This is an optimization exercise on Yosys and OpenROAD, whose aim is small area, a short achievable clock period and few clock cycles, not a production implementation. Power and IR drop assume default switching activity.

==> run a: inputs <==
==> flow/design.v (excerpt) <==
module alpha_calc_param #(
  parameter int DATA_WIDTH   = 16,
  parameter int MAX_SIZE_LOG = 8,
  parameter int ALPHA_WIDTH  = 10,
  parameter int ALPHA_FRAC   = 9
) (
  input  logic                   clk,
  input  logic                   rst,
  input  logic                   x_valid,
  output logic                   x_ready,
  input  logic [DATA_WIDTH-1:0]  x_data,
  input  logic                   xhat_valid,
  output logic                   xhat_ready,
  input  logic [DATA_WIDTH-1:0]  xhat_data,
  input  logic                   xhat_last_s,
  input  logic                   xmean_valid,
  output logic                   xmean_ready,
  input  logic [DATA_WIDTH-1:0]  xmean_data,
  input  logic                   xhatmean_valid,
  output logic                   xhatmean_ready,
  input  logic [DATA_WIDTH-1:0]  xhatmean_data,
  output logic                   alpha_valid,
  input  logic                   alpha_ready,
  output logic [ALPHA_WIDTH-1:0] alpha_data
);
export LEC_CHECK = 0
export CAP_MARGIN = 20
export CORE_MARGIN = 2
export CORE_UTILIZATION = 40
export SETUP_SLACK_MARGIN = 5
export SLEW_MARGIN = 20
export SYNTH_HIERARCHICAL = 1
export SYNTH_MINIMUM_KEEP_SIZE = 0
create_clock -name core_clock -period 12.0 [get_ports {clk}]
standard.sh (not shown) runs the stock make flow with config.mk's settings and CLKGATE_MAP_FILE= SYNTH_SCRIPT=/design/flow/synth_recipe.tcl, a recipe that flattens the netlist after the stock synthesis.
==> flow/flow/run.sh <==
#!/bin/bash
set -euo pipefail
bash standard.sh synth > synth.log 2>&1
bash standard.sh SETUP_SLACK_MARGIN=8.5 "BUFFER_PORTS_ARGS=-buffer_cell sky130_fd_sc_hd__buf_2" finish > layout.log 2>&1
==> run b (differences from run a) <==
--- a/flow/design.v
+++ b/flow/design.v
@@ -37,13 +37,13 @@
   logic                    fin_q;        
   logic                    pend_q;       
   logic                    busy_q;       
   logic                    aval_q;       
   logic [SC_W-1:0]         step_q;
   logic                    sat_q, pos_q, lsb_q;
-  logic [DATA_WIDTH-1:0]   xmean_q, xhatmean_q;
+  logic signed [D_W-1:0]   nxmean_q, nxhatmean_q;   
   logic signed [D_W-1:0]   dx_q, dh_q;
   logic                    last_q;       
   logic                    last1_q;      
   logic                    init_q;       
   logic                    clr;          
   logic signed [ACC_W-1:0] num_q;
@@ -1130,26 +1130,24 @@
   logic [ACC_W:0] sub;
   logic           ge;
   assign sub = {1'b0, r_q} - {2'b0, d_q};
   assign ge  = ~sub[ACC_W];
   always_ff @(posedge clk) begin
     if (mean_hs) begin
-      xmean_q    <= xmean_data;
-      xhatmean_q <= xhatmean_data;
+      nxmean_q    <= -$signed({1'b0, xmean_data});
+      nxhatmean_q <= -$signed({1'b0, xhatmean_data});
     end
     if (mean_hs)
       cnt_q <= '0;
     else if (pair_hs)
       cnt_q <= cnt_q + 1'b1;
-    if (pair_hs) begin
-      dx_q <= $signed({1'b0, x_data}) - $signed({1'b0, xmean_q});
-      dh_q <= $signed({1'b0, xhat_data}) - $signed({1'b0, xhatmean_q});
-    end else begin
-      dx_q <= '0;
+    dx_q <= $signed({1'b0, x_data}) + nxmean_q;
+    if (pair_hs)
+      dh_q <= $signed({1'b0, xhat_data}) + nxhatmean_q;
+    else
       dh_q <= '0;
-    end
     npa_q  <= np_a[33:0];
     npb_q  <= np_b[33:0];
     nph_q0 <= np_a[34];
     nph_q1 <= np_b[34];
     dpa_q  <= dp_a;
     dpb_q  <= dp_b;
==> flow/flow/run.sh (replaced) <==
#!/bin/bash
set -euo pipefail
bash standard.sh synth > synth.log 2>&1
bash standard.sh SETUP_SLACK_MARGIN=8.2 \
  "BUFFER_PORTS_ARGS=-buffer_cell sky130_fd_sc_hd__buf_2" \
  "CTS_ARGS=-sink_clustering_enable -repair_clock_nets -dont_use_dummy_load" \
  finish > layout.log 2>&1
==> summary.txt <==
outcome -> complete, no violations
final core occ -> 47.8%
Post-synth EDFFs -> 85
Die Span X -> 282 um
Syn Inst Count -> 3559
n_taps -> 1030
Pleak -> 15.5 nW
DIE AREA -> 0.0794 mm^2
Simple-Gate Fraction of Synth Area -> 14.0%
RR Endpoint -> npb_q[18]
WL per Instance -> 19.4 um
Worst Skew -> 0.0303 ns
post-CTS sizing -> 170
site row count -> 101
Most common cell on crit path -> o21ai_2
non-filler instance count after layout -> 4672
-- figures above: run a

==> summary.txt <==
outcome -> complete, no violations
Worst Skew -> 0.0500 ns
n_taps -> 1040
Post-synth EDFFs -> 87
DIE AREA -> 0.0805 mm^2
site row count -> 102
RR Endpoint -> npb_q[15]
Simple-Gate Fraction of Synth Area -> 12.8%
Die Span X -> 284 um
Syn Inst Count -> 3579
non-filler instance count after layout -> 4588
post-CTS sizing -> 71
Pleak -> 15.0 nW
-- figures above: run b

No run of this note included a check of the RTL's function; only the layout flow was run.

## static timing again, ports no longer ideal
The flow's constraints put no driver on any port. The routed layouts listed below were extracted and timed again, unchanged, in two steps. Step 1: set_driving_cell puts a clkbuf_16 on clk and a buf_2 on each other input, an assumption about the parent block. Step 2 also shifts input and output timing later by t, the mid clock arrival at the registers, as if the neighbouring blocks saw the same clock. Three values: ideal, step 1, step 2; two values: the first two.
run	shift t [ns]	setup slack, ns	worst data-port slew with drivers (ns)
run a	0.664	8.179 / 8.194 / 7.530	0.06
run b	0.625	8.044 / 8.069 / 7.443	0.05
After both steps every run listed still meets setup and hold. The setup slack of run a, which loses most, moves by +0.015 ns with the drivers and by -0.649 ns with both steps.
